This design comes from an exercise in tuning for small area on the open sky130 flow, not from production work.
RTL that was checked went through simulation tests only; none was proved equivalent to the original.
For runs 1 to 4, only the layout was checked, not whether the RTL still works.
Power is estimated from default activity; no workload was simulated.

File: design/flow/config.mk
export PLATFORM = sky130hd
export DESIGN_NAME = csr_counter_unit
export DESIGN_NICKNAME = csr_counter_unit
export VERILOG_FILES = /design/flow/design.v
export SDC_FILE = /design/flow/constraint.sdc
export NUM_CORES = 4
export LEC_CHECK = 0
export CAP_MARGIN = 20
export CORE_MARGIN = 2
export CORE_UTILIZATION = 40
export CTS_BUF_LIST = sky130_fd_sc_hd__clkbuf_4 sky130_fd_sc_hd__clkbuf_8
export SLEW_MARGIN = 20
export SYNTH_HIERARCHICAL = 1
File: design/flow/constraint.sdc
create_clock -name core_clock -period 6.5 [get_ports {clk}]
set_input_delay 1.3000 -clock core_clock [delete_from_list [all_inputs] [get_ports {clk}]]
set_output_delay 1.3000 -clock core_clock [all_outputs]
set_load 0.01 [all_outputs]
File: design/flow/design.v
package core_pkg;
  typedef enum logic [2:0] {
    NO_CSR_OP = 3'd0,
    WRITE_CSR = 3'd1,
    SET_CSR   = 3'd2,
    CLEAR_CSR = 3'd3,
    SYSTEM    = 3'd4
  } csr_op_e;
  typedef logic [4:0] hpm_sel_t;
  localparam logic [11:0] CSR_MCYCLE        = 12'hB00;
  localparam logic [11:0] CSR_MINSTRET      = 12'hB02;
  localparam logic [11:0] CSR_MCYCLEH       = 12'hB80;
  localparam logic [11:0] CSR_MINSTRETH     = 12'hB82;
  localparam logic [11:0] CSR_MCOUNTINHIBIT = 12'h320;
  localparam logic [11:0] CSR_CYCLE         = 12'hC00;
  localparam logic [11:0] CSR_INSTRET       = 12'hC02;
  localparam logic [11:0] CSR_CYCLEH        = 12'hC80;
  localparam logic [11:0] CSR_INSTRETH      = 12'hC82;
  localparam logic [11:0] MHPMCOUNTER3_BASE  = 12'hB03;
  localparam logic [11:0] MHPMCOUNTER3H_BASE = 12'hB83;
  localparam logic [11:0] MHPMEVENT3_BASE    = 12'h323;
  localparam logic [11:0] HPMCOUNTER3_BASE   = 12'hC03;
  localparam logic [11:0] HPMCOUNTER3H_BASE  = 12'hC83;
  function automatic logic [31:0] csr_apply_op(input logic [2:0]  op,
                                               input logic [31:0] old_val,
                                               input logic [31:0] wdata);
    case (op)
      core_pkg::WRITE_CSR: csr_apply_op = wdata;
      core_pkg::SET_CSR:   csr_apply_op = old_val | wdata;
      core_pkg::CLEAR_CSR: csr_apply_op = old_val & ~wdata;
      default:   csr_apply_op = old_val;
    endcase
  endfunction
endpackage
module hpm_counter (
  input  logic        clk,
  input  logic        live,
  input  logic        en,
  input  logic        wr_lo,
  input  logic        wr_hi,
  input  logic [31:0] wdata,
  output logic [63:0] count
);
  localparam int B = 16;             
  localparam int NB = 64 / B;
  logic [63:0] count_q, count_d, sum;
  logic [64:0] c;
  logic [NB:0] g;
  logic        keep_lo, keep_hi, en_lo, en_hi;
  always_comb begin
    en_lo = en & ~wr_hi;
    en_hi = en & ~wr_lo;
    g[0] = 1'b1;
    for (int b = 0; b < NB; b++) g[b+1] = g[b] & (&count_q[B*b +: B]);
    for (int b = 0; b < NB; b++) begin
      c[B*b] = ((B*b < 32) ? en_lo : en_hi) & g[b];
      for (int i = B*b; i < B*b+B; i++) begin
        sum[i] = count_q[i] ^ c[i];
        if (i < B*b+B-1) c[i+1] = count_q[i] & c[i];
      end
    end
    c[64] = 1'b0;
    keep_lo = ~wr_lo & live;
    keep_hi = ~wr_hi & live;
    count_d[31:0]  = ({32{wr_lo}} & wdata) | ({32{keep_lo}} & sum[31:0]);
    count_d[63:32] = ({32{wr_hi}} & wdata) | ({32{keep_hi}} & sum[63:32]);
    if (!live && !wr_lo) count_d[0] = en_lo;
  end
  always_ff @(posedge clk) count_q <= count_d;
  assign count = count_q;
endmodule
module csr_counter_unit (
  input  logic        clk,
  input  logic        rst_n,
  input  logic        csr_valid_i,
  input  logic [2:0]  csr_op_i,
  input  logic [11:0] csr_addr_i,
  input  logic [31:0] csr_wdata_i,
  output logic [31:0] csr_rdata_o,
  output logic        csr_hit_o,
  output logic        csr_illegal_o,
  input  logic        retire_i,
  input  logic [7:0]  event_i
);
  localparam int NC = 6;
  logic [4:0]  idx;
  logic [6:0]  grp;
  logic        g_mlo, g_mhi, g_ulo, g_uhi, g_evt, idx_lo, impl, is_wr_op, wr_ok;
  logic        cnt_win, evt_win, inh_addr, hit;
  logic [6:0]  idx_is;
  logic [31:0] rdata, wdata_new;
  logic        live_q;
  logic [63:0] cnt [NC];
  logic [4:0]  evt_sel_q [4];
  logic [5:0]  inhibit_q;       
  logic [NC-1:0] cnt_en, wr_lo, wr_hi, rsel_lo, rsel_hi;
  logic [3:0]  wr_evt, rsel_evt;
  logic        wr_inh, rsel_inh;
  always_comb begin
    idx      = csr_addr_i[4:0];
    grp      = csr_addr_i[11:5];
    for (int k = 0; k < 7; k++) idx_is[k] = (idx == 5'(k));
    g_mlo    = (grp == 7'h58);
    g_mhi    = (grp == 7'h5C);
    g_ulo    = (grp == 7'h60);
    g_uhi    = (grp == 7'h64);
    g_evt    = (grp == 7'h19);
    cnt_win  = (g_mlo || g_mhi || g_ulo || g_uhi) && !idx_is[1];
    evt_win  = g_evt && (idx >= 5'd3);
    inh_addr = g_evt && idx_is[0];
    impl     = (idx <= 5'd6);
    is_wr_op = !csr_op_i[2] && (csr_op_i[1:0] != 2'b00);
    hit      = cnt_win || evt_win || inh_addr;
    csr_hit_o     = csr_valid_i && hit;
    csr_illegal_o = csr_valid_i && (((cnt_win || evt_win) && !impl) ||
                                    ((g_ulo || g_uhi) && !idx_is[1] && is_wr_op));
    wr_ok    = csr_valid_i && is_wr_op;
    for (int k = 0; k < NC; k++) begin
      idx_lo = idx_is[(k == 0) ? 0 : k + 1];
      wr_lo[k]   = wr_ok && g_mlo && idx_lo;
      wr_hi[k]   = wr_ok && g_mhi && idx_lo;
      rsel_lo[k] = live_q && (g_mlo || g_ulo) && idx_lo;
      rsel_hi[k] = live_q && (g_mhi || g_uhi) && idx_lo;
    end
    for (int k = 0; k < 4; k++) begin
      wr_evt[k]   = wr_ok && g_evt && idx_is[k + 3];
      rsel_evt[k] = live_q && g_evt && idx_is[k + 3];
    end
    wr_inh   = wr_ok && inh_addr;
    rsel_inh = live_q && inh_addr;
  end
  csr_rmux u_rmux (
    .sel_lo  (rsel_lo),
    .sel_hi  (rsel_hi),
    .sel_evt (rsel_evt),
    .sel_inh (rsel_inh),
    .cnt     ({cnt[5], cnt[4], cnt[3], cnt[2], cnt[1], cnt[0]}),
    .evt     ({evt_sel_q[3], evt_sel_q[2], evt_sel_q[1], evt_sel_q[0]}),
    .inh     ({inhibit_q[5:1], 1'b0, inhibit_q[0]}),
    .rdata   (rdata)
  );
  always_comb begin
    case (csr_op_i[1:0])
      2'd1:    wdata_new = csr_wdata_i;
      2'd2:    wdata_new = rdata | csr_wdata_i;
      default: wdata_new = rdata & ~csr_wdata_i;
    endcase
  end
  assign csr_rdata_o = rdata;
  always_comb begin
    cnt_en[0] = !(live_q && inhibit_q[0]);
    cnt_en[1] = retire_i && !(live_q && inhibit_q[1]);
    for (int k = 0; k < 4; k++)
      cnt_en[k+2] = live_q && !inhibit_q[k+2] &&
                    (evt_sel_q[k] >= 5'd1) && (evt_sel_q[k] <= 5'd8) &&
                    event_i[3'(evt_sel_q[k] - 5'd1)];
  end
  for (genvar k = 0; k < NC; k++) begin : g_cnt
    hpm_counter u_cnt (
      .clk   (clk),
      .live  (live_q),
      .en    (cnt_en[k]),
      .wr_lo (wr_lo[k]),
      .wr_hi (wr_hi[k]),
      .wdata (wdata_new),
      .count (cnt[k])
    );
  end
  always_ff @(posedge clk or negedge rst_n) begin
    if (!rst_n) live_q <= 1'b0;
    else        live_q <= 1'b1;
  end
  always_ff @(posedge clk) begin
    for (int k = 0; k < 4; k++)
      evt_sel_q[k] <= ({5{wr_evt[k]}} & wdata_new[4:0]) |
                      ({5{!wr_evt[k] && live_q}} & evt_sel_q[k]);
    inhibit_q <= ({6{wr_inh}} & {wdata_new[6:2], wdata_new[0]}) |
                 ({6{!wr_inh && live_q}} & inhibit_q);
  end
endmodule
module csr_rmux (
  input  logic [5:0]      sel_lo,
  input  logic [5:0]      sel_hi,
  input  logic [3:0]      sel_evt,
  input  logic            sel_inh,
  input  logic [6*64-1:0] cnt,
  input  logic [19:0]     evt,
  input  logic [6:0]      inh,
  output logic [31:0]     rdata
);
  always_comb begin
    rdata = '0;
    for (int k = 0; k < 6; k++)
      rdata = rdata | ({32{sel_lo[k]}} & cnt[64*k +: 32]) |
                      ({32{sel_hi[k]}} & cnt[64*k+32 +: 32]);
    for (int k = 0; k < 4; k++)
      rdata = rdata | {27'd0, {5{sel_evt[k]}} & evt[5*k +: 5]};
    rdata = rdata | {25'd0, {7{sel_inh}} & inh};
  end
endmodule
File: design/flow/run.sh
#!/bin/bash
# synth_recipe.tcl (not shown) runs the flow's synth.tcl, then flattens the netlist and writes it again
# the make line also repeats each setting of config.mk as NAME=value (left out here)
make -C /OpenROAD-flow-scripts/flow DESIGN_CONFIG=/design/flow/config.mk WORK_HOME=/design/flow/orfs CLKGATE_MAP_FILE= SYNTH_SCRIPT=/design/flow/synth_recipe.tcl finish
==> results.json, run 1 <==
{
  "core_um2": 56100,
  "cts.clk_slew.worst_paths_ns": 0.06,
  "critPathLaunchType": "primary input",
  "post-route-util_pct": 47.3,
  "min_path_type": "reg2reg",
  "async_reset_ff_share_pct": 0.243,
  "hpwlAfterDp_um": 64100,
  "crit_arrival_ns": 6.67,
  "critPathMostFrequentCell": "ha_1",
  "fillerInstances": 5257,
  "die_x_um": 241,
  "num_vias": 20400,
  "synthFlopType": "dfxtp_1",
  "combinationalPowerShare_pct": 6.0,
  "total_power_mw": 5.51,
  "layout_common_cells": "419 x nand2_1, 410 x dfxtp_1, 371 x ha_1, 292 x a22o_1, 133 x o21ai_1",
  "final_antenna_net_count": 0,
  "max_cap_viol_count": 0,
  "wl_um": 89400,
  "crit_required_ns": 7.06,
  "internal-power_mw": 4.13,
  "tightest_slew_ns": 0.985,
  "period_needed_ns": 6.11,
  "post-route-period-util_pct": 94.0,
  "slew_violations": 0,
  "ys_warn_count": 12,
  "end_kind": "register",
  "skew_ns": 0.0390,
  "ctsLongestPathBuffers": 3,
  "die-area_um2": 58300,
  "p_per_area_nw_per_um2": 208,
  "cpPeakStageDelay_ns": 0.70,
  "grt_pass1_wl_um": 129000,
  "vias_per_cell": 6.20,
  "track_usage_pct": 30.5,
  "path_class": "in2reg",
  "antenna_found_initial": 1,
  "path_max_fanout": 3,
  "synth_cell_types": 53,
  "synth_top_area_share_pct": 36.4,
  "postSynthCellCount": 2348,
  "drive_gt1_share_pct": 12.6,
  "syn_area_um2": 22500,
  "seqPwrFrac_pct": 46.0,
  "path_buf_inv": 2,
  "layout.cells.most_common": "nand2_1",
  "start_util_pct": 40.2,
  "clock-sinks": 411,
  "gr-total-overflow": 0,
  "slew_headroom_pct": 33.8,
  "cts_buffers": 76,
  "ys_seq_area_share_pct": 36.5,
  "nets": 2908,
  "status": "complete, no violations",
  "finalSetupViolCount": 0,
  "critPathTopFamily": "adder cells",
  "place_area_um2": 24900,
  "dr.first_iter.drc_count": 2206,
  "globalplace.congestion": 0.953,
  "wire_per_inst_um": 27.2,
  "synth_edf_count": 0,
  "cts.htree.levels": 3,
  "grt_setup_unrepaired": "false",
  "num_io_pins": 93,
  "synth_top_area_cell": "dfxtp_1",
  "num_antenna_cells": 0,
  "timing.fmax_mhz": 164,
  "post-cts-setup-buffers": 0,
  "design_area_um2": 26500,
  "critPathSlowestCell": "nor3_1",
  "cts_tree": "yes",
  "p_sw_mw": 1.39,
  "first_global_vias": 19500,
  "hold_viol": 0,
  "synth-seq-cells": 411,
  "io_buffers": 92,
  "switching_share_pct": 25.2,
  "post-route-drc-count": 0,
  "dr.pass1.iters": 7,
  "pre_cts_slack_ns": -0.305,
  "cts_root_buf": "clkbuf_8",
  "ys_top_cells_by_area": "dfxtp_1 36%, ha_1 21%, a22o_1 11%",
  "die_h_um": 241,
  "clkPwrFrac_pct": 48.0,
  "p_leak_nw": 12.0,
  "ir_drop_uv": 139,
  "grt_max_degree": 73,
  "area_growth_pct": 17.7,
  "timing.final.ws_setup_ns": 0.390,
  "num_rows": 87,
  "clkLatencyLatePin_ns": 0.68,
  "synth_area_per_cell_um2": 9.60
}
-- power groups by stage --
stage                     Combinational [mW]  Sequential (mW)  Clock [mW]
final                                  0.331             2.54        2.65
after global placement                 0.317             2.59           0
after floorplan                        0.137             2.58           0
after detailed placement               0.321             2.59           0
after CTS                              0.322             2.54        2.67
after global routing                   0.342             2.54        2.78
-- worst min-delay path: cells and delay by family, from the launching register on --
family / cells / cell delay [ns]
flops: 1 / 0.33
mux: 1 / 0.06
simple gates: 1 / 0.07
-- per-layer routing --
metal / track usage [%] / up-vias / part of all wire [%]
met3: 6.39 / 265 / 9.7
li1: - / 9139 / -
met1: 38.1 / 9809 / 39
met5: 0 / - / 0
met4: 16.3 / 0 / 5.8
met2: 49.3 / 1144 / 45
-- per-stage QoR --
stage | TNS (ns) | hold slack (ns) | cells
detailed placement | -2.51 | 0.497 | 3156
global placement | -0.826 | 0.489 | 3156
finish | 0 | 0.510 | 3286
floorplan | 0 | 0.448 | 2348
CTS | 0 | 0.504 | 3286
global route | 0 | 0.522 | 3286
-- cells in the mapped netlist, types with 8 or more instances --
cell      count
nand2_1     419
dfxtp_1     410
ha_1        371
a22o_1      292
o21ai_1     132
a221oi_1    113
buf_2        72
nor2_1       72
nand4_1      66
clkbuf_1     63
o21ai_0      47
nand3_1      41
mux2i_1      34
a22oi_1      24
xor2_1       24
inv_1        20
nor2b_1      19
buf_1        13
or4_4        12
nor3_1        9
mux4_2        8
or4_1         8
-- final timing paths --
path | start | endpoint | slack [ns] | depth (start not counted)
setup / recovery | event_i[1] | g_cnt[2].u_cnt.count_q[63] | 0.39 | 25
hold / removal | evt_sel_q[1][4] | evt_sel_q[1][4] | 0.51 | 2
setup reg to reg | evt_sel_q[1][0] | g_cnt[3].u_cnt.count_q[63] | 0.69 | 25
hold reg to reg | evt_sel_q[1][4] | evt_sel_q[1][4] | 0.51 | 2
max in group asynchronous | rst_n | live_q | 5.61 | 1
min in group asynchronous | rst_n | live_q | 0.78 | 1
-- state kept, by name, summed over array words and instances (netlist names) --
signal / cells
inhibit_q: 6
live_q: 1
g_cnt.u_cnt.count_q: 384
evt_sel_q: 20
-- layout make-up --
cell class	count	area, um^2	area share [%]
flip-flops and latches	411	8240	31.1
inverters	20	75.1	0.283
repair buffers	202	1910	7.20
well taps	756	946	3.57
multi-input cells	1767	13800	51.9
clock inverters	4	32.5	0.123
clock buffers	126	1560	5.88
-- cells by family (layout without fill, tap and decap cells) --
logic type	count (synthesis)	in the layout	share of synthesized area, %
simple gates	693	693	14.7
compound gates	629	629	21.4
flops	411	411	36.5
fa+ha+maj	371	371	20.6
buf+inv	170	352	3.30
mux	44	44	2.41
xor+xnor	28	28	1.09
other cells	2	2	0.0333
-- timing repair --
item,CTS,global route
gates resized for setup,0,1
setup endpoints to repair,0,1
hold buffers,0,0
-- per-module statistics from Yosys (local to each module, per instance) --
module | cell area [um^2] | copies in the design
hpm_counter | 2980 | 6
csr_counter_unit | 2530 | 1
csr_rmux | 2150 | 1
==> inputs of run 2 (changes only) <==
--- a/design/flow/config.mk
+++ b/design/flow/config.mk
@@ -7,7 +7,8 @@
 export LEC_CHECK = 0
 export CAP_MARGIN = 20
 export CORE_MARGIN = 2
-export CORE_UTILIZATION = 40
-export CTS_BUF_LIST = sky130_fd_sc_hd__clkbuf_4 sky130_fd_sc_hd__clkbuf_8
+export CORE_UTILIZATION = 65
+export CTS_BUF_LIST = sky130_fd_sc_hd__clkbuf_2 sky130_fd_sc_hd__clkbuf_4 sky130_fd_sc_hd__clkbuf_8
+export CTS_CLUSTER_SIZE = 30
 export SLEW_MARGIN = 20
 export SYNTH_HIERARCHICAL = 1
==> results.json, run 2 <==
{
  "status": "complete, no violations",
  "tns_ns": 0,
  "final_antenna_net_count": 0,
  "cpPeakStageDelay_ns": 0.79,
  "p_per_area_nw_per_um2": 211,
  "cts.clk_slew.worst_paths_ns": 0.06,
  "final_cells": 2967,
  "yosys.area_share.simple_pct": 14.7,
  "post-route-drc-count": 0,
  "wl_um": 84600,
  "total_power_mw": 5.48,
  "dr.pass1.iters": 6,
  "synth_xor_xnor_area_share_pct": 1.09,
  "synth_edf_count": 0,
  "cts_root_buf": "clkbuf_8",
  "pre_cts_slack_ns": -0.153,
  "synth_area_per_cell_um2": 9.60,
  "switching_share_pct": 24.6,
  "synth_top_area_cell": "dfxtp_1",
  "slew_violations": 0,
  "ys_top_cells_by_area": "dfxtp_1 36%, ha_1 21%, a22o_1 11%",
  "min_path_type": "reg2reg",
  "critPathSlowestCell": "a211oi_1",
  "reg.largest.list": "g_cnt.u_cnt.count_q (384), evt_sel_q (20), inhibit_q (6)",
  "largest_reg_flops": 384,
  "critPathTopFamily": "adder cells",
  "seqPwrFrac_pct": 46.2,
  "layout.cells.most_common": "nand2_1",
  "dr.first_iter.drc_count": 3087,
  "first_global_vias": 20000,
  "hpwlAfterDp_um": 59900,
  "top_register": "g_cnt.u_cnt.count_q",
  "post-cts-setup-buffers": 0,
  "synth_cell_types": 53,
  "cts_hold_buf": 0,
  "area_growth_pct": 15.1,
  "layout_common_cells": "419 x nand2_1, 410 x dfxtp_1, 371 x ha_1, 292 x a22o_1, 133 x o21ai_1",
  "start_util_pct": 65.6,
  "die-area_um2": 36200,
  "max_cap_viol_count": 0,
  "num_vias": 20900,
  "ir_drop_uv": 217,
  "crit_arrival_ns": 6.75,
  "synth-seq-cells": 411,
  "regToRegStartpoint": "evt_sel_q[2][0]",
  "core_um2": 34400,
  "worstHoldStart": "evt_sel_q[2][1]",
  "critPathMostFrequentCell": "ha_1",
  "cp-startpoint": "event_i[0]",
  "num_rows": 68,
  "timing.fmax_mhz": 161,
  "track_usage_pct": 46.5,
  "gr-total-overflow": 0,
  "timing.final.ws_setup_ns": 0.293,
  "grt_setup_unrepaired": "false",
  "path_class": "in2reg",
  "p_leak_nw": 11.9,
  "synthAdderAreaFrac_pct": 20.6,
  "vias_per_cell": 7.04,
  "cts_buffers": 73,
  "slew_headroom_pct": 25.3,
  "p_sw_mw": 1.35,
  "muxShareOfSynthArea_pct": 2.41,
  "path_max_fanout": 4,
  "clkLatencyLatePin_ns": 0.65,
  "synth_compound_area_share_pct": 21.4,
  "ys_warn_count": 12,
  "synth_top_family_by_area": "compound AO/OA/AOI/OAI gates",
  "synth_most_common_cell": "nand2_1",
  "nets": 2886,
  "hold_viol": 0,
  "finalSetupViolCount": 0,
  "combinationalPowerShare_pct": 5.8,
  "yosys-top-cells-count": "419 x nand2_1, 410 x dfxtp_1, 371 x ha_1",
  "clkPwrFrac_pct": 48.0,
  "antenna_found_initial": 4,
  "internal-power_mw": 4.13,
  "post-route-period-util_pct": 95.5,
  "end_kind": "register",
  "die_x_um": 190,
  "cts.htree.levels": 3,
  "crit_required_ns": 7.04,
  "tightest_slew_ns": 1.12,
  "grt_pass1_wl_um": 124000,
  "grt_max_degree": 158,
  "critPathLaunchType": "primary input",
  "synth_top_area_share_pct": 36.4,
  "crit_chain": "clkdlybuf4s50_1, mux4_2, mux2i_1, a211oi_1, nand4_1, or4_4, nor4_2, ha_1, ha_1, ha_1, ha_1, ha_1, ha_1, ha_1, ha_1, ha_1, ha_1, ha_1, ha_1, ha_1, ha_1, ha_1, xor2_1, a22o_1",
  "async_reset_ff_share_pct": 0.243,
  "postSynthCellCount": 2348,
  "die_h_um": 190,
  "post_cts_resized": 0,
  "dp.cells": 2836,
  "num_io_pins": 93,
  "synthFlopType": "dfxtp_1",
  "clock-sinks": 411,
  "drive_gt1_share_pct": 11.9,
  "syn_area_um2": 22500,
  "skew_ns": 0.0287,
  "wire_per_inst_um": 28.5,
  "ys_seq_area_share_pct": 36.5,
  "ctsLongestPathBuffers": 3,
  "io_buffers": 92,
  "path_buf_inv": 1,
  "cts_tree": "yes",
  "globalplace.congestion": 0.999,
  "period_needed_ns": 6.21
}
-- run 2: cell counts after synthesis --
No cell type changed its count.
-- run 2: per-layer routing --
| metal | up-vias | wire (um) | track usage (%) | share of wire (%) |
|---|---|---|---|---|
| met5 | - | 12 | 0 | 0.014 |
| met4 | 2 | 7150 | 33.6 | 8.5 |
| met3 | 384 | 10200 | 11.5 | 12 |
| met2 | 1512 | 37200 | 73.5 | 44 |
| met1 | 9870 | 29900 | 55.2 | 35 |
| li1 | 9126 | - | - | - |
-- run 2: worst min-delay path: stages, from the launching register on --
cell and delay [ns]:
dfxtp_1 0.34, nand2_1 0.06, mux2i_1 0.05
-- run 2: area by class of cell --
cell class	instances	area [um^2]
timing repair buffer	183	1740
fill	2518	8430
inverter	20	75.1
sequential	411	8240
antenna	1	2.50
tap	455	569
multi-input combinational	1767	13700
clock inverter	11	108
clock buffer	119	1480
-- run 2: path summary, 6_finish.rpt --
| kind | end | slack [ns] | depth (start not counted) |
|---|---|---|---|
| min in group asynchronous | live_q | 0.80 | 1 |
| worst min-delay path | evt_sel_q[2][1] | 0.50 | 2 |
| worst max register to register | g_cnt[4].u_cnt.count_q[63] | 0.57 | 25 |
| worst min register to register | evt_sel_q[2][1] | 0.50 | 2 |
| worst max-delay path | g_cnt[4].u_cnt.count_q[63] | 0.29 | 24 |
| max in group asynchronous | live_q | 5.58 | 1 |
-- run 2: kinds of logic (layout without fill, tap and decap cells) --
group           Yosys count  in the layout
compound gates          629            629
buf+inv                 170            333
flops                   411            411
fa+ha+maj               371            371
other cells               2              3
simple gates            693            693
mux                      44             44
xor+xnor                 28             28
-- run 2: power groups by stage --
stage,clock [mW],sequential (mW),combinational (mW)
CTS,2.63,2.53,0.305
global placement,0,2.59,0.299
detailed placement,0,2.59,0.302
finish,2.63,2.53,0.317
floorplan,0,2.58,0.137
global route,2.75,2.53,0.328
-- run 2: stage by stage --
stage	hold WS (ns)	area [um^2]	utilization (%)
6_report	0.502	25900	75.5
3_5_place_dp	0.480	24300	70.8
3_3_place_gp	0.473	24300	70.8
4_1_cts	0.501	25900	75.5
5_1_grt	0.515	25900	75.5
2_1_floorplan	0.448	22500	-
-- run 2: modules after synthesis, one instance, submodules excluded --
| module | copies in the design | flip-flops and latches |
|---|---|---|
| csr_counter_unit | 1 | 27 |
| csr_rmux | 1 | 0 |
| hpm_counter | 6 | 64 |
==> inputs of run 3 (changes only) <==
--- a/design/flow/design.v
+++ b/design/flow/design.v
@@ -41,10 +41,10 @@
   input  logic [31:0] wdata,
   output logic [63:0] count
 );
-  localparam int B = 16;             
+  localparam int B = 8;              
   localparam int NB = 64 / B;
-  logic [63:0] count_q, count_d, sum;
-  logic [64:0] c;
+  logic [63:0] count_q, count_d;
+  logic [63:0] c, co;   
   logic [NB:0] g;
   logic        keep_lo, keep_hi, en_lo, en_hi;
   always_comb begin
@@ -52,22 +52,43 @@
     en_hi = en & ~wr_lo;
     g[0] = 1'b1;
     for (int b = 0; b < NB; b++) g[b+1] = g[b] & (&count_q[B*b +: B]);
-    for (int b = 0; b < NB; b++) begin
-      c[B*b] = ((B*b < 32) ? en_lo : en_hi) & g[b];
-      for (int i = B*b; i < B*b+B; i++) begin
-        sum[i] = count_q[i] ^ c[i];
-        if (i < B*b+B-1) c[i+1] = count_q[i] & c[i];
-      end
-    end
-    c[64] = 1'b0;
+    for (int b = 0; b < NB; b++) c[B*b] = ((B*b < 32) ? en_lo : en_hi) & g[b];
     keep_lo = ~wr_lo & live;
     keep_hi = ~wr_hi & live;
-    count_d[31:0]  = ({32{wr_lo}} & wdata) | ({32{keep_lo}} & sum[31:0]);
-    count_d[63:32] = ({32{wr_hi}} & wdata) | ({32{keep_hi}} & sum[63:32]);
-    if (!live && !wr_lo) count_d[0] = en_lo;
+  end
+  for (genvar i = 0; i < 64; i++) begin : g_bit
+    if (i % B != 0) begin : g_ci
+      assign c[i] = co[i-1];
+    end
+    if (i == 0) begin : g_b0
+      assign co[0] = count_q[0] & c[0];
+      assign count_d[0] = wr_lo ? wdata[0] : (live ? count_q[0] ^ c[0] : c[0]);
+    end else begin : g_bn
+      hpm_bit u_bit (
+        .q    (count_q[i]),
+        .c    (c[i]),
+        .wr   ((i < 32) ? wr_lo : wr_hi),
+        .keep ((i < 32) ? keep_lo : keep_hi),
+        .w    (wdata[i % 32]),
+        .d    (count_d[i]),
+        .co   (co[i])
+      );
+    end
   end
   always_ff @(posedge clk) count_q <= count_d;
   assign count = count_q;
+endmodule
+module hpm_bit (
+  input  logic q,
+  input  logic c,
+  input  logic wr,
+  input  logic keep,
+  input  logic w,
+  output logic d,
+  output logic co
+);
+  assign d  = (wr & w) | (keep & (q ^ c));
+  assign co = q & c;
 endmodule
 module csr_counter_unit (
   input  logic        clk,
@@ -188,13 +209,59 @@
   input  logic [6:0]      inh,
   output logic [31:0]     rdata
 );
-  always_comb begin
-    rdata = '0;
-    for (int k = 0; k < 6; k++)
-      rdata = rdata | ({32{sel_lo[k]}} & cnt[64*k +: 32]) |
-                      ({32{sel_hi[k]}} & cnt[64*k+32 +: 32]);
+  logic [31:0] xtra;        
+  always_comb begin
+    xtra = '0;
     for (int k = 0; k < 4; k++)
-      rdata = rdata | {27'd0, {5{sel_evt[k]}} & evt[5*k +: 5]};
-    rdata = rdata | {25'd0, {7{sel_inh}} & inh};
-  end
-endmodule
+      xtra = xtra | {27'd0, {5{sel_evt[k]}} & evt[5*k +: 5]};
+    xtra = xtra | {25'd0, {7{sel_inh}} & inh};
+  end
+  for (genvar b = 0; b < 32; b++) begin : g_bit
+    logic [11:0] dat;
+    for (genvar k = 0; k < 6; k++) begin : g_k
+      assign dat[2*k]   = cnt[64*k + b];
+      assign dat[2*k+1] = cnt[64*k + 32 + b];
+    end
+    if (b < 7) begin : g_x
+      csr_rmux_bitx u_bit (
+        .sel ({sel_hi[5], sel_lo[5], sel_hi[4], sel_lo[4], sel_hi[3], sel_lo[3],
+               sel_hi[2], sel_lo[2], sel_hi[1], sel_lo[1], sel_hi[0], sel_lo[0]}),
+        .dat (dat), .x (xtra[b]), .y (rdata[b]));
+    end else begin : g_n
+      csr_rmux_bit u_bit (
+        .sel ({sel_hi[5], sel_lo[5], sel_hi[4], sel_lo[4], sel_hi[3], sel_lo[3],
+               sel_hi[2], sel_lo[2], sel_hi[1], sel_lo[1], sel_hi[0], sel_lo[0]}),
+        .dat (dat), .y (rdata[b]));
+    end
+  end
+endmodule
+module csr_rmux_bit (
+  input  logic [11:0] sel,
+  input  logic [11:0] dat,
+  output logic        y
+);
+  logic [3:0] t_n;
+  for (genvar j = 0; j < 4; j++) begin : g_t
+    csr_aoi3 u_t (.s(sel[3*j +: 3]), .d(dat[3*j +: 3]), .y_n(t_n[j]));
+  end
+  assign y = ~(&t_n);
+endmodule
+module csr_rmux_bitx (
+  input  logic [11:0] sel,
+  input  logic [11:0] dat,
+  input  logic        x,
+  output logic        y
+);
+  logic [3:0] t_n;
+  for (genvar j = 0; j < 4; j++) begin : g_t
+    csr_aoi3 u_t (.s(sel[3*j +: 3]), .d(dat[3*j +: 3]), .y_n(t_n[j]));
+  end
+  assign y = ~(&t_n) | x;
+endmodule
+module csr_aoi3 (
+  input  logic [2:0] s,
+  input  logic [2:0] d,
+  output logic       y_n
+);
+  assign y_n = ~(|(s & d));
+endmodule
--- a/design/flow/config.mk
+++ b/design/flow/config.mk
@@ -8,7 +8,8 @@
 export CAP_MARGIN = 20
 export CORE_MARGIN = 2
 export CORE_UTILIZATION = 65
-export CTS_BUF_LIST = sky130_fd_sc_hd__clkbuf_2 sky130_fd_sc_hd__clkbuf_4 sky130_fd_sc_hd__clkbuf_8
+export CTS_BUF_LIST = sky130_fd_sc_hd__clkbuf_16
+export CTS_CLUSTER_DIAMETER = 100
 export CTS_CLUSTER_SIZE = 30
 export SLEW_MARGIN = 20
 export SYNTH_HIERARCHICAL = 1
==> results.json, run 3 <==
{
  "timing.fmax_mhz": 161,
  "total_power_mw": 4.19,
  "ys_seq_area_share_pct": 38.4,
  "min_to": "evt_sel_q[2][4]",
  "crit_arrival_ns": 4.90,
  "area_growth_pct": 11.9,
  "ys_warn_count": 68,
  "reg2reg_depth": 18,
  "die_h_um": 186,
  "nets": 2496,
  "reg.largest.list": "g_cnt.u_cnt.count_q (384), evt_sel_q (20), inhibit_q (6)",
  "synth-seq-cells": 411,
  "num_vias": 18700,
  "synthFlopType": "dfxtp_1",
  "num_antenna_cells": 0,
  "gr-total-overflow": 0,
  "period_needed_ns": 6.20,
  "path_max_fanout": 17,
  "timing.rr.end": "g_cnt[2].u_cnt.count_q[63]",
  "post-cts-setup-buffers": 0,
  "cts.htree.levels": 1,
  "max_cap_viol_count": 0,
  "post-route-drc-count": 0,
  "postSynthCellCount": 1868,
  "min_path_type": "reg2reg",
  "worstHoldStart": "evt_sel_q[2][4]",
  "cts_hold_buf": 0,
  "cts.clk_slew.worst_paths_ns": 0.11,
  "post_cts_resized": 0,
  "slew_violations": 0,
  "ff2ff_setup_slack_ns": 1.79,
  "io_buffers": 92,
  "ctsLongestPathBuffers": 3,
  "synth_top_area_cell": "dfxtp_1",
  "status": "complete, no violations",
  "syn_area_um2": 21500,
  "p_leak_nw": 11.2,
  "grt_setup_unrepaired": "false",
  "top_register": "g_cnt.u_cnt.count_q",
  "wl_um": 72400,
  "skew_ns": 0.0185,
  "crit_required_ns": 5.20,
  "layout_common_cells": "410 x dfxtp_1, 395 x ha_1, 378 x a22o_1, 133 x a222oi_1, 104 x nand4_1",
  "hpwlAfterDp_um": 52800,
  "vias_per_cell": 7.52,
  "synth_top_area_share_pct": 38.2,
  "synth_cell_types": 55,
  "post-route-period-util_pct": 95.3,
  "end_kind": "primary output",
  "globalplace.congestion": 1.00,
  "synth_edf_count": 0,
  "wire_per_inst_um": 29.1,
  "die_x_um": 186,
  "first_global_vias": 17400,
  "slew_headroom_pct": 28.0,
  "start_util_pct": 66.0,
  "clock-sinks": 411,
  "hold_ws_ns": 0.500,
  "cts_buffers": 17,
  "dr.pass1.iters": 10,
  "pre_cts_slack_ns": 0.484,
  "worstHoldPathCells": 2,
  "antenna_found_initial": 0,
  "largest_reg_flops": 384,
  "drive_gt1_share_pct": 9.15,
  "tightest_slew_ns": 1.08,
  "cts_tree": "yes",
  "num_rows": 66,
  "yosys-top-cells-count": "410 x dfxtp_1, 395 x ha_1, 378 x a22o_1",
  "layout.cells.most_common": "dfxtp_1",
  "num_io_pins": 93,
  "core_um2": 32500,
  "p_per_area_nw_per_um2": 174,
  "tns_ns": 0,
  "hold_viol": 0,
  "ir_drop_uv": 166,
  "regToRegStartpoint": "evt_sel_q[0][0]",
  "ys_top_cells_by_area": "dfxtp_1 38%, ha_1 23%, a22o_1 15%",
  "grt_pass1_wl_um": 108000,
  "synth_area_per_cell_um2": 11.5,
  "timing.final.ws_setup_ns": 0.303,
  "final_antenna_net_count": 0,
  "finalSetupViolCount": 0,
  "critPathLaunchType": "primary input",
  "path_class": "in2out",
  "die-area_um2": 34500,
  "dr.first_iter.drc_count": 2887,
  "clkLatencyLatePin_ns": 0.55,
  "track_usage_pct": 41.6,
  "async_reset_ff_share_pct": 0.243,
  "cts_root_buf": "clkbuf_16",
  "synth_most_common_cell": "dfxtp_1",
  "grt_max_degree": 48
}
==> run 3: cell types whose count changed after synthesis, moves of 29 or more <==
cell / before / now
clkbuf_1: 63 / 11
a22o_1: 292 / 378
o21ai_1: 132 / 6
nand4_1: 66 / 104
nand2_1: 419 / 73
a222oi_1: 7 / 133
a221oi_1: 113 / 27
buf_2: 72 / 1
nand3_1: 41 / 12
o21ai_0: 47 / 3
==> run 3: area by class of cell <==
class                           count  area [um^2]
Fill cell                        2431         8520
Timing Repair Buffer              170         1510
Tap cell                          442          553
Multi-Input combinational cell   1416        13200
Clock inverter                      3         41.3
Sequential cell                   411         8230
Clock buffer                       17          425
Inverter                           26         97.6
==> run 3: per-module statistics from Yosys (local to each module, per instance) <==
module / times used / cell area (um^2)
csr_rmux_bit: 25 / 6.26
csr_aoi3: 128 / 10.0
csr_counter_unit: 1 / 2490
csr_rmux_bitx: 7 / 12.5
hpm_counter: 6 / 1550
csr_rmux: 1 / 119
hpm_bit: 378 / 21.3
==> run 3: power by group <==
group | internal, mW | switching [mW] | leakage, nW
Combinational | 0.0979 | 0.228 | 7.65
Sequential | 2.52 | 0.00470 | 3.31
Clock | 0.521 | 0.815 | 0.229
Total | 3.14 | 1.05 | 11.2
==> run 3: kinds of logic after synthesis <==
| logic type | after synthesis | share of synthesized area [%] |
|---|---|---|
| other cells | 2 | 0.0350 |
| fa+ha+maj | 395 | 23.0 |
| flops | 411 | 38.4 |
| compound gates | 564 | 23.6 |
| xor+xnor | 4 | 0.163 |
| buf+inv | 41 | 0.758 |
| mux | 44 | 2.57 |
| simple gates | 407 | 11.5 |
==> run 3: metal layers <==
metal	global-route usage [%]	part of all wire [%]
met5	0	0
met4	17.4	4.9
met3	6.83	11
met2	64.3	43
met1	57.6	41
==> run 3: per-stage QoR <==
step | cell area [um^2] | util [%] | instances
finish | 24000 | 73.8 | 2485
global route | 24000 | 73.8 | 2485
CTS | 24000 | 73.8 | 2485
detailed placement | 23600 | 72.4 | 2465
global placement | 23600 | 72.4 | 2465
floorplan | 21500 | - | 1868
==> run 3: critical path: stages <==
cell and delay (ns):
clkdlybuf4s50_1 0.49, nor3b_1 0.36, o211ai_1 0.22, or3_1 0.52, nor2_2 0.69, buf_4 0.39
a222oi_1 0.16, nand4_1 0.18, clkdlybuf4s50_1 0.58
==> run 3: worst max-delay path by stage <==
stage | startpoint | endpoint | slack, ns | depth (start not counted)
floorplan | csr_op_i[0] | g_cnt[1].u_cnt.count_q[63] | 0.68 | 18
global placement | csr_addr_i[10] | csr_rdata_o[31] | 0.48 | 9
detailed placement | csr_addr_i[10] | csr_rdata_o[22] | 0.48 | 9
CTS | csr_addr_i[10] | csr_rdata_o[16] | 0.48 | 9
global route | csr_addr_i[10] | csr_rdata_o[22] | 0.19 | 9
finish | csr_addr_i[10] | csr_rdata_o[22] | 0.30 | 9
==> inputs of run 4 (changes only) <==
==> design/flow/flow/run.sh (new file) <==
#!/bin/bash
set -euo pipefail
export CTS_ARGS="-sink_clustering_enable -repair_clock_nets -dont_use_dummy_load -sink_clustering_size 30 -sink_clustering_max_diameter 100 -buf_list sky130_fd_sc_hd__clkbuf_16"
export BUFFER_PORTS_ARGS="-buffer_cell sky130_fd_sc_hd__buf_1"
bash standard.sh > flow_run.log 2>&1
==> design/flow/standard.sh (new file) <==
#!/bin/bash
# synth_recipe.tcl (not shown) runs the flow's synth.tcl, then flattens the netlist and writes it again
# the make line also repeats each setting of config.mk as NAME=value (left out here)
make -C /OpenROAD-flow-scripts/flow DESIGN_CONFIG=/design/flow/config.mk WORK_HOME=/design/flow/orfs CLKGATE_MAP_FILE= SYNTH_SCRIPT=/design/flow/synth_recipe.tcl "${@:-finish}"
--- a/design/flow/config.mk
+++ b/design/flow/config.mk
@@ -8,8 +8,5 @@
 export CAP_MARGIN = 20
 export CORE_MARGIN = 2
 export CORE_UTILIZATION = 65
-export CTS_BUF_LIST = sky130_fd_sc_hd__clkbuf_16
-export CTS_CLUSTER_DIAMETER = 100
-export CTS_CLUSTER_SIZE = 30
 export SLEW_MARGIN = 20
 export SYNTH_HIERARCHICAL = 1
removed: design/flow/run.sh
==> results.json, run 4 <==
{
  "seqCellArea_um2": 8230,
  "dr.first_iter.drc_count": 2605,
  "timing.fmax_mhz": 181,
  "max_cap_viol_count": 0,
  "tns_ns": 0,
  "p_leak_nw": 10.9,
  "place_area_um2": 23000,
  "synth_most_common_cell": "dfxtp_1",
  "io_buffers": 92,
  "critPathLaunchType": "primary input",
  "globalplace.congestion": 1.04,
  "ctsLongestPathBuffers": 3,
  "status": "complete, no violations",
  "top_register": "g_cnt.u_cnt.count_q",
  "synth_edf_count": 0,
  "num_antenna_cells": 0,
  "layout.cells.most_common": "dfxtp_1",
  "ys_warn_count": 68,
  "cts_buffers": 17,
  "wire_per_inst_um": 28.9,
  "vias_per_cell": 7.54,
  "timing.final.ws_setup_ns": 0.983,
  "reg2reg_depth": 16,
  "reg.largest.list": "g_cnt.u_cnt.count_q (384), evt_sel_q (20), inhibit_q (6)",
  "ys_top_cells_by_area": "dfxtp_1 38%, ha_1 23%, a22o_1 15%",
  "crit_arrival_ns": 4.22,
  "post-route-period-util_pct": 84.9,
  "core_um2": 32500,
  "dp.cells": 2459,
  "tightest_slew_ns": 1.21,
  "wl_um": 71400,
  "slew_headroom_pct": 18.9,
  "multiInputGateArea_um2": 13200,
  "synthFlopType": "dfxtp_1",
  "cts.htree.levels": 1,
  "path_class": "in2out",
  "end_kind": "primary output",
  "grt_setup_unrepaired": "false",
  "path_max_fanout": 16,
  "fillerInstances": 2521,
  "skew_ns": 0.0547,
  "num_rows": 66,
  "ys_seq_area_share_pct": 38.4,
  "die_x_um": 186,
  "design_area_um2": 23400,
  "final_antenna_net_count": 0,
  "async_reset_ff_share_pct": 0.243,
  "num_io_pins": 93,
  "gr-total-overflow": 0,
  "antenna_found_initial": 0,
  "hpwlAfterDp_um": 51900,
  "die-area_um2": 34500,
  "die_h_um": 186,
  "ir_drop_uv": 205,
  "drive_gt1_share_pct": 8.80,
  "track_usage_pct": 41.0,
  "layout_common_cells": "410 x dfxtp_1, 395 x ha_1, 378 x a22o_1, 133 x a222oi_1, 104 x nand4_1",
  "hold_viol": 0,
  "synth_cell_types": 55,
  "grt_pass1_wl_um": 107000,
  "cts.clk_slew.worst_paths_ns": 0.12,
  "post_cts_resized": 0,
  "postSynthCellCount": 1868,
  "start_util_pct": 66.0,
  "nets": 2490,
  "clkLatencyLatePin_ns": 0.56,
  "synth_top_area_share_pct": 38.2,
  "min_path_type": "in2async",
  "post-route-drc-count": 0,
  "yosys-top-cells-count": "410 x dfxtp_1, 395 x ha_1, 378 x a22o_1",
  "grt_max_degree": 35,
  "synth_top_area_cell": "dfxtp_1",
  "largest_reg_flops": 384,
  "pre_cts_slack_ns": 0.935,
  "cts_hold_buf": 0,
  "finalSetupViolCount": 0,
  "final_cells": 2476,
  "num_vias": 18700,
  "p_per_area_nw_per_um2": 175,
  "cts_root_buf": "clkbuf_16",
  "synth-seq-cells": 411,
  "period_needed_ns": 5.52,
  "crit_required_ns": 5.20,
  "post-cts-setup-buffers": 0,
  "clock-sinks": 411,
  "first_global_vias": 17200,
  "syn_area_um2": 21500,
  "dr.pass1.iters": 7,
  "cts_tree": "yes",
  "slew_violations": 0,
  "area_growth_pct": 9.07,
  "synth_area_per_cell_um2": 11.5
}
run 4: changes by cell type in the layout (fill, tap and decap cells not counted):
| cell | before | now |
|---|---|---|
| buf_12 | 0 | 4 |
| bufinv_16 | 1 | 0 |
| inv_1 | 21 | 20 |
| clkinvlp_4 | 1 | 0 |
| clkdlybuf4s50_1 | 92 | 0 |
| buf_1 | 0 | 92 |
| buf_4 | 78 | 68 |
run 4: worst max-delay path, cell delays in order:
cell	delay, ns
buf_1	0.11
nor3b_1	0.32
o211ai_1	0.19
or3_1	0.53
nor2_2	0.91
buf_4	0.36
a222oi_1	0.11
nand4_1	0.21
buf_1	0.18
run 4: power breakdown:
group | switching, mW | internal [mW]
combinational | 0.222 | 0.0729
sequential | 0.00653 | 2.52
clock | 0.791 | 0.477
total | 1.02 | 3.07
run 4: modules after synthesis, one instance, submodules excluded:
module            area (um^2)  copies in the design  flip-flops and latches
hpm_bit                  21.3                   378                       0
csr_rmux                  119                     1                       0
csr_rmux_bit             6.26                    25                       0
csr_rmux_bitx            12.5                     7                       0
csr_aoi3                 10.0                   128                       0
hpm_counter              1550                     6                      64
csr_counter_unit         2490                     1                      27
run 4: cell families after synthesis:
family,after synthesis,share of synthesized area (%)
flops,411,38.4
simple gates,407,11.5
compound gates,564,23.6
fa+ha+maj,395,23.0
mux,44,2.57
xor+xnor,4,0.163
other cells,2,0.0350
buf+inv,41,0.758
run 4: per-layer routing:
layer  track usage, %  part of all wire, %  wire length (um)  vias up
met5                0                    0                 0        -
met2             63.0                   43             30500     1173
li1                 -                    -                 -     8164
met4             19.5                  5.9              4250        0
met1             55.9                   41             28900     9109
met3             7.14                   11              7750      231
run 4: path summary, 6_finish.rpt:
check,from,endpoint,slack (ns)
max reg2reg,live_q,g_cnt[3].u_cnt.count_q[63],1.35
min reg2reg,evt_sel_q[2][4],evt_sel_q[2][4],0.50
min in group core_clock,evt_sel_q[2][4],evt_sel_q[2][4],0.50
min,rst_n,live_q,0.48
max in group asynchronous,rst_n,live_q,5.93
max,csr_addr_i[10],csr_rdata_o[26],0.98
run 4: final cells by class:
cell class	instances	share of cell area, %
inverter	26	0.417
sequential	411	35.2
tap	442	2.36
timing repair buffer	164	4.00
clock buffer	17	1.82
multi-input combinational	1416	56.2
run 4: per-stage QoR:
step | hold slack, ns | util [%] | total power, mW
2_1_floorplan | 0.448 | - | 2.72
3_3_place_gp | 0.463 | 70.6 | 2.87
3_5_place_dp | 0.475 | 70.6 | 2.87
4_1_cts | 0.479 | 71.9 | 4.09
5_1_grt | 0.475 | 71.9 | 4.19
6_report | 0.476 | 71.9 | 4.09
==> inputs of run 5 (changes only) <==
--- a/design/flow/design.v
+++ b/design/flow/design.v
@@ -160,21 +160,20 @@
     .inh     ({inhibit_q[5:1], 1'b0, inhibit_q[0]}),
     .rdata   (rdata)
   );
-  always_comb begin
-    case (csr_op_i[1:0])
-      2'd1:    wdata_new = csr_wdata_i;
-      2'd2:    wdata_new = rdata | csr_wdata_i;
-      default: wdata_new = rdata & ~csr_wdata_i;
-    endcase
-  end
+  logic op_w1, op_r1;
+  assign op_w1 = !(csr_op_i[1] && csr_op_i[0]);     
+  assign op_r1 = csr_op_i[1];                        
+  assign wdata_new = (csr_wdata_i & {32{op_w1}}) | (rdata & ~csr_wdata_i & {32{op_r1}});
   assign csr_rdata_o = rdata;
+  logic [7:0] evt_ext;
+  assign evt_ext = {event_i[6:0], 1'b0};
   always_comb begin
     cnt_en[0] = !(live_q && inhibit_q[0]);
     cnt_en[1] = retire_i && !(live_q && inhibit_q[1]);
     for (int k = 0; k < 4; k++)
-      cnt_en[k+2] = live_q && !inhibit_q[k+2] &&
-                    (evt_sel_q[k] >= 5'd1) && (evt_sel_q[k] <= 5'd8) &&
-                    event_i[3'(evt_sel_q[k] - 5'd1)];
+      cnt_en[k+2] = live_q && !inhibit_q[k+2] && !evt_sel_q[k][4] &&
+                    (evt_sel_q[k][3] ? (evt_sel_q[k][2:0] == 3'd0) && event_i[7]
+                                     : evt_ext[evt_sel_q[k][2:0]]);
   end
   for (genvar k = 0; k < NC; k++) begin : g_cnt
     hpm_counter u_cnt (
==> design/flow/flow/run.sh (replaced) <==
#!/bin/bash
set -euo pipefail
export CTS_ARGS="-sink_clustering_enable -repair_clock_nets -dont_use_dummy_load -sink_clustering_size 24 -sink_clustering_max_diameter 100 -buf_list sky130_fd_sc_hd__clkbuf_16"
export BUFFER_PORTS_ARGS="-buffer_cell sky130_fd_sc_hd__buf_1"
export REMOVE_ABC_BUFFERS=1
export RECOVER_POWER=100
bash standard.sh > flow_run.log 2>&1
--- a/design/flow/config.mk
+++ b/design/flow/config.mk
@@ -5,8 +5,8 @@
 export SDC_FILE = /design/flow/constraint.sdc
 export NUM_CORES = 4
 export LEC_CHECK = 0
-export CAP_MARGIN = 20
+export CAP_MARGIN = 0
 export CORE_MARGIN = 2
 export CORE_UTILIZATION = 65
-export SLEW_MARGIN = 20
+export SLEW_MARGIN = 0
 export SYNTH_HIERARCHICAL = 1
==> results.json, run 5 <==
{
  "slew_violations": 39,
  "cts_tree": "yes",
  "critPathMostFrequentCell": "buf_1",
  "finalSetupViolCount": 0,
  "io_buffers": 92,
  "cts_root_buf": "clkbuf_16",
  "cp-startpoint": "csr_addr_i[8]",
  "antenna_found_initial": 2,
  "cts.htree.levels": 1,
  "die_h_um": 184,
  "ir_drop_uv": 249,
  "cts_buffers": 21,
  "synth-seq-cells": 411,
  "largest_reg_flops": 384,
  "cts.clk_slew.worst_paths_ns": 0.10,
  "vias_per_cell": 7.65,
  "nets": 2436,
  "final_antenna_net_count": 0,
  "cpPeakStageDelay_ns": 1.02,
  "reg.largest.list": "g_cnt.u_cnt.count_q (384), evt_sel_q (20), inhibit_q (6)",
  "path_class": "in2out",
  "synth_top_area_cell": "dfxtp_1",
  "synth_edf_count": 0,
  "hpwlAfterDp_um": 50400,
  "so_faults": "max-capacitance violations, max-slew violations",
  "max_cap_viol_count": 3,
  "dr.pass1.iters": 10,
  "cts_hold_buf": 0,
  "path_buf_inv": 3,
  "p_per_area_nw_per_um2": 182,
  "reg2reg_depth": 15,
  "layout_common_cells": "410 x dfxtp_1, 384 x ha_1, 378 x a22o_1, 133 x a222oi_1, 104 x nand4_1",
  "async_reset_ff_share_pct": 0.243,
  "synth_area_per_cell_um2": 11.6,
  "regToRegStartpoint": "live_q",
  "grt_util_met2_pct": 62.4,
  "ys_top_cells_by_area": "dfxtp_1 39%, ha_1 23%, a22o_1 16%",
  "wl_um": 69500,
  "num_antenna_cells": 0,
  "clkLatencyLatePin_ns": 0.56,
  "hold_ws_ns": 0.490,
  "postSynthCellCount": 1819,
  "track_usage_pct": 40.4,
  "top_usage_layer": "met2",
  "globalplace.congestion": 0.999,
  "num_io_pins": 93,
  "grt_max_degree": 35,
  "grtUsageMet3_pct": 9.89,
  "synth_top_area_share_pct": 39.0,
  "critPathTopFamily": "simple AND/OR/NAND/NOR gates",
  "post_cts_resized": 0,
  "post-route-period-util_pct": 94.0,
  "start_util_pct": 66.4,
  "path_max_fanout": 18,
  "total_power_mw": 4.15,
  "layout.cells.most_common": "dfxtp_1",
  "gr-total-overflow": 0,
  "skew_ns": 0.0672,
  "critPathLaunchType": "primary input",
  "ctsLongestPathBuffers": 3,
  "hold_viol": 0,
  "status": "finished with violations",
  "tightest_slew_ns": 1.78,
  "core_um2": 31700,
  "wire_per_inst_um": 29.0,
  "first_global_vias": 17200,
  "critPathSlowestCell": "nor2_2",
  "synthFlopType": "dfxtp_1",
  "crit_chain": "buf_1, or3b_2, a21oi_1, nand3_1, nor2_2, clkbuf_1, a222oi_1, nand4_1, buf_1",
  "tns_ns": 0,
  "ys_seq_area_share_pct": 39.1,
  "clock-sinks": 411,
  "crit_arrival_ns": 4.81,
  "end_kind": "primary output",
  "top_register": "g_cnt.u_cnt.count_q",
  "period_needed_ns": 6.11,
  "num_vias": 18300,
  "timing.fmax_mhz": 164,
  "grt_setup_unrepaired": "false",
  "grtUsageMet1_pct": 53.5,
  "ys_warn_count": 68,
  "synth_cell_types": 50,
  "min_path_type": "in2async",
  "post-route-drc-count": 0,
  "slew_headroom_pct": -18.7,
  "die-area_um2": 33900,
  "die_x_um": 184,
  "crit_required_ns": 5.20,
  "p_leak_nw": 10.6,
  "area_growth_pct": 8.25,
  "dr.first_iter.drc_count": 2696,
  "synth_most_common_cell": "dfxtp_1",
  "cp_num_cells": 9,
  "num_rows": 65,
  "grt_pass1_wl_um": 104000,
  "syn_area_um2": 21100,
  "post-cts-setup-buffers": 0,
  "yosys-top-cells-count": "410 x dfxtp_1, 384 x ha_1, 378 x a22o_1",
  "drive_gt1_share_pct": 6.48
}
-- run 5: worst paths after layout --
path	endpoint	slack [ns]
min in group core_clock	evt_sel_q[0][4]	0.49
max reg2reg	g_cnt[4].u_cnt.count_q[55]	1.71
min	live_q	0.49
max in group asynchronous	live_q	5.92
max	csr_rdata_o[24]	0.39
min reg2reg	evt_sel_q[0][4]	0.49
-- run 5: metrics by stage --
step                util [%]  instances  setup slack, ns  cell area [um^2]
CTS                     72.6       2393            0.818             23000
detailed placement      71.0       2372            0.823             22500
finish                  71.9       2393            0.389             22800
global placement        71.0       2372            0.836             22500
floorplan                  -       1805            0.689             21000
global route            71.9       2393            0.376             22800
-- run 5: cell families after synthesis --
group | synth area share (%)
compound gates | 24.7
simple gates | 10.7
buf+inv | 0.499
other cells | 0.0357
mux | 2.14
fa+ha+maj | 22.8
flops | 39.1
-- run 5: power breakdown --
group	internal (mW)	total, mW	switching [mW]
sequential	2.52	2.53	0.00651
combinational	0.0458	0.218	0.172
clock	0.579	1.40	0.826
total	3.15	4.15	1.00
-- run 5: worst register-to-register path, delay by kind of cell, from the launching register on --
kind,cells,cell delay (ns)
compound gates,2,0.80
simple gates,3,1.23
flops,1,0.77
fa+ha+maj,8,1.42
buf+inv,2,0.46
-- run 5: area by class of cell --
class	count	area, um^2
multi-input cells	1382	12700
fillers	2467	8910
flip-flops and latches	411	8230
repair buffers	165	831
clock buffers	21	526
well taps	402	503
inverters	12	45.0
-- run 5: per-module statistics from Yosys (local to each module, per instance) --
module / flip-flops and latches / times used / area (um^2) / cells
csr_rmux: 0 / 1 / 119 / 17
hpm_bit: 0 / 378 / 21.3 / 2
csr_aoi3: 0 / 128 / 10.0 / 1
csr_rmux_bitx: 0 / 7 / 12.5 / 2
csr_counter_unit: 27 / 1 / 2090 / 279
hpm_counter: 64 / 6 / 1550 / 100
csr_rmux_bit: 0 / 25 / 6.26 / 1
-- run 5: layer usage --
layer | routed length, um | share of wire (%) | vias to the layer above
met5 | 26 | 0.037 | -
met4 | 3530 | 5.1 | 4
met3 | 8240 | 12 | 218
met2 | 30100 | 43 | 1166
met1 | 27600 | 40 | 8890
li1 | - | - | 8022
==> inputs of run 6 (changes only) <==
==> design/flow/flow/run.sh (replaced) <==
#!/bin/bash
set -euo pipefail
export CTS_ARGS="-sink_clustering_enable -repair_clock_nets -dont_use_dummy_load -sink_clustering_size 24 -sink_clustering_max_diameter 100 -buf_list sky130_fd_sc_hd__clkbuf_16"
export BUFFER_PORTS_ARGS="-buffer_cell sky130_fd_sc_hd__buf_1"
bash standard.sh > flow_run.log 2>&1
--- a/design/flow/config.mk
+++ b/design/flow/config.mk
@@ -5,8 +5,8 @@
 export SDC_FILE = /design/flow/constraint.sdc
 export NUM_CORES = 4
 export LEC_CHECK = 0
-export CAP_MARGIN = 0
+export CAP_MARGIN = 20
 export CORE_MARGIN = 2
 export CORE_UTILIZATION = 65
-export SLEW_MARGIN = 0
+export SLEW_MARGIN = 20
 export SYNTH_HIERARCHICAL = 1
==> results.json, run 6 <==
{
  "layout_common_cells": "410 x dfxtp_1, 384 x ha_1, 378 x a22o_1, 133 x a222oi_1, 104 x nand4_1",
  "layout.cells.most_common": "dfxtp_1",
  "nets": 2436,
  "ys_seq_area_share_pct": 39.1,
  "track_usage_pct": 41.1,
  "synth_cell_types": 50,
  "tns_ns": 0,
  "async_reset_ff_share_pct": 0.243,
  "num_rows": 65,
  "hold_viol": 0,
  "timing.fmax_mhz": 174,
  "critPathTopFamily": "simple AND/OR/NAND/NOR gates",
  "num_io_pins": 93,
  "period_needed_ns": 5.75,
  "wl_um": 70200,
  "clock-sinks": 411,
  "timing.final.ws_setup_ns": 0.751,
  "vias_per_cell": 7.63,
  "first_global_vias": 17300,
  "dp.cells": 2372,
  "path_max_fanout": 19,
  "path_class": "in2out",
  "slew_headroom_pct": 23.2,
  "drive_gt1_share_pct": 8.94,
  "fillerInstances": 2412,
  "num_antenna_cells": 0,
  "post-route-period-util_pct": 88.5,
  "cts_root_buf": "clkbuf_16",
  "grt_setup_unrepaired": "false",
  "postSynthCellCount": 1819,
  "die_x_um": 184,
  "end_kind": "primary output",
  "cts_tree": "yes",
  "post_cts_resized": 0,
  "gr-total-overflow": 0,
  "pre_cts_slack_ns": 0.875,
  "cts.htree.levels": 1,
  "post-route-drc-count": 0,
  "max_cap_viol_count": 0,
  "hpwlAfterDp_um": 50700,
  "num_vias": 18300,
  "grt_max_degree": 47,
  "antenna_found_initial": 1,
  "die_h_um": 184,
  "cts_hold_buf": 0,
  "core_um2": 31700,
  "globalplace.congestion": 1.06,
  "total_power_mw": 4.15,
  "synth_edf_count": 0,
  "crit_chain": "buf_1, or3b_2, a21oi_1, nand3b_1, nor2_2, buf_4, a222oi_1, nand4_1, buf_1",
  "final_antenna_net_count": 0,
  "grt_pass1_wl_um": 106000,
  "dr.pass1.iters": 9,
  "reg2reg_depth": 17,
  "regToRegStartpoint": "evt_sel_q[0][0]",
  "p_per_area_nw_per_um2": 180,
  "slew_violations": 0,
  "post-cts-setup-buffers": 0,
  "ff2ff_setup_slack_ns": 1.83,
  "p_leak_nw": 10.8,
  "crit_required_ns": 5.20,
  "synth-seq-cells": 411,
  "skew_ns": 0.0636,
  "status": "complete, no violations",
  "timing.rr.end": "g_cnt[2].u_cnt.count_q[47]",
  "cpPeakStageDelay_ns": 1.02,
  "ir_drop_uv": 194,
  "cts.clk_slew.worst_paths_ns": 0.10,
  "die-area_um2": 33900,
  "clkLatencyLatePin_ns": 0.55,
  "synth_top_area_share_pct": 39.0,
  "yosys-top-cells-count": "410 x dfxtp_1, 384 x ha_1, 378 x a22o_1",
  "hold_ws_ns": 0.496,
  "critPathSlowestCell": "nor2_2",
  "start_util_pct": 66.4,
  "cts_buffers": 21,
  "largest_reg_flops": 384,
  "synth_area_per_cell_um2": 11.6,
  "cp_num_cells": 9,
  "synthFlopType": "dfxtp_1",
  "dr.first_iter.drc_count": 2807,
  "critPathMostFrequentCell": "buf_1",
  "min_path_type": "in2async",
  "critPathLaunchType": "primary input",
  "syn_area_um2": 21100,
  "tightest_slew_ns": 1.15,
  "finalSetupViolCount": 0,
  "synth_top_area_cell": "dfxtp_1",
  "io_buffers": 92,
  "ys_top_cells_by_area": "dfxtp_1 39%, ha_1 23%, a22o_1 16%",
  "top_register": "g_cnt.u_cnt.count_q",
  "crit_arrival_ns": 4.45,
  "synth_most_common_cell": "dfxtp_1",
  "final_cells": 2393,
  "reg.largest.list": "g_cnt.u_cnt.count_q (384), evt_sel_q (20), inhibit_q (6)",
  "area_growth_pct": 9.39,
  "ctsLongestPathBuffers": 3,
  "wire_per_inst_um": 29.3,
  "path_buf_inv": 3,
  "ys_warn_count": 68
}
run 6: cell counts after synthesis:
No cell type changed its count.
run 6: logic make-up after synthesis:
group,share of synthesized area [%]
AND/OR/NAND/NOR,10.7
buffers and inverters,0.499
multiplexers,2.14
AO/OA/AOI/OAI,24.7
flip-flops,39.1
other,0.0357
adder cells (fa/ha/maj),22.8
run 6: layout make-up:
class | count | area, um^2 | share of cell area [%]
multi-input combinational | 1382 | 12800 | 55.6
clock buffer | 21 | 526 | 2.28
inverter | 12 | 45.0 | 0.195
timing repair buffer | 165 | 920 | 3.99
tap | 402 | 503 | 2.18
sequential | 411 | 8230 | 35.7
run 6: modules after synthesis, one instance, submodules excluded:
| module | cells inside | area, um^2 |
|---|---|---|
| hpm_bit | 2 | 21.3 |
| csr_counter_unit | 279 | 2090 |
| csr_rmux_bit | 1 | 6.26 |
| hpm_counter | 100 | 1550 |
| csr_rmux_bitx | 2 | 12.5 |
| csr_aoi3 | 1 | 10.0 |
| csr_rmux | 17 | 119 |
run 6: routing by layer:
layer	part of all wire (%)	track usage [%]	up-vias
li1	-	-	8029
met1	41	55.8	8861
met2	43	64.5	1168
met3	11	8.46	208
met4	4.7	15.7	2
met5	0.020	0	-
run 6: report_power, final:
group	total, mW	internal (mW)	switching, mW
Sequential	2.53	2.52	0.00487
Clock	1.39	0.580	0.814
Combinational	0.225	0.0543	0.171
Total	4.15	3.16	0.989
run 6: per-stage QoR:
step / util (%) / area [um^2]
final: 72.7 / 23000
after global routing: 72.7 / 23000
after CTS: 72.7 / 23000
after detailed placement: 71.0 / 22500
after global placement: 71.0 / 22500
after floorplan: - / 21100
run 6: worst max path at each step:
stage,startpoint,end,slack [ns]
2_1_floorplan,csr_op_i[1],g_cnt[1].u_cnt.count_q[63],0.79
3_3_place_gp,csr_addr_i[8],csr_rdata_o[21],0.94
3_5_place_dp,csr_valid_i,g_cnt[2].u_cnt.count_q[47],0.87
4_1_cts,csr_addr_i[10],csr_rdata_o[21],0.89
5_1_grt,csr_addr_i[10],csr_rdata_o[23],0.75
6_report,csr_addr_i[8],csr_rdata_o[21],0.75

## separate check: timing with driven ports
The flow's constraints put no driver on any port. The routed layouts listed below were extracted and timed again, unchanged, in two steps.
Step 1, drivers: a clkbuf_16 drives clk and a buf_2 each remaining input, both assumed.
Step 2 moves the port delays by t, midway between the first and last clock arrival at a register: inputs arrive t later, outputs are due t later. That takes back most of the time a late clock gives input paths.
a / b / c = ideal ports / drivers / drivers and shift; a / b = the first two.
run	t, ns	setup WS [ns]	worst hold slack (ns)	slew at the worst register clock pin (ns)	worst data-port slew with drivers (ns)
run 1	0.722	0.390 / 0.407 / -0.306	0.510 / 0.510 / 0.510	0.06 / 0.06	0.08
run 2	0.690	0.293 / 0.321 / -0.369	0.502 / 0.502 / 0.502	0.07 / 0.07	0.08
run 3	0.595	0.303 / 0.268 / 0.268	0.500 / 0.500 / 0.500	0.12 / 0.12	0.06
run 4	0.584	0.983 / 0.959 / 0.836	0.476 / 0.447 / 0.496	0.12 / 0.12	0.05
run 5	0.575	0.389 / 0.369 / 0.213	0.490 / 0.460 / 0.495	0.10 / 0.10	0.05
run 6	0.579	0.751 / 0.727 / 0.727	0.496 / 0.468 / 0.496	0.11 / 0.11	0.04
Met with ideal ports but missed after step 2: setup timing in run 1 and run 2. For run 1, which loses most, drivers alone change the setup slack by +0.017 ns; drivers and shift together by -0.696 ns.
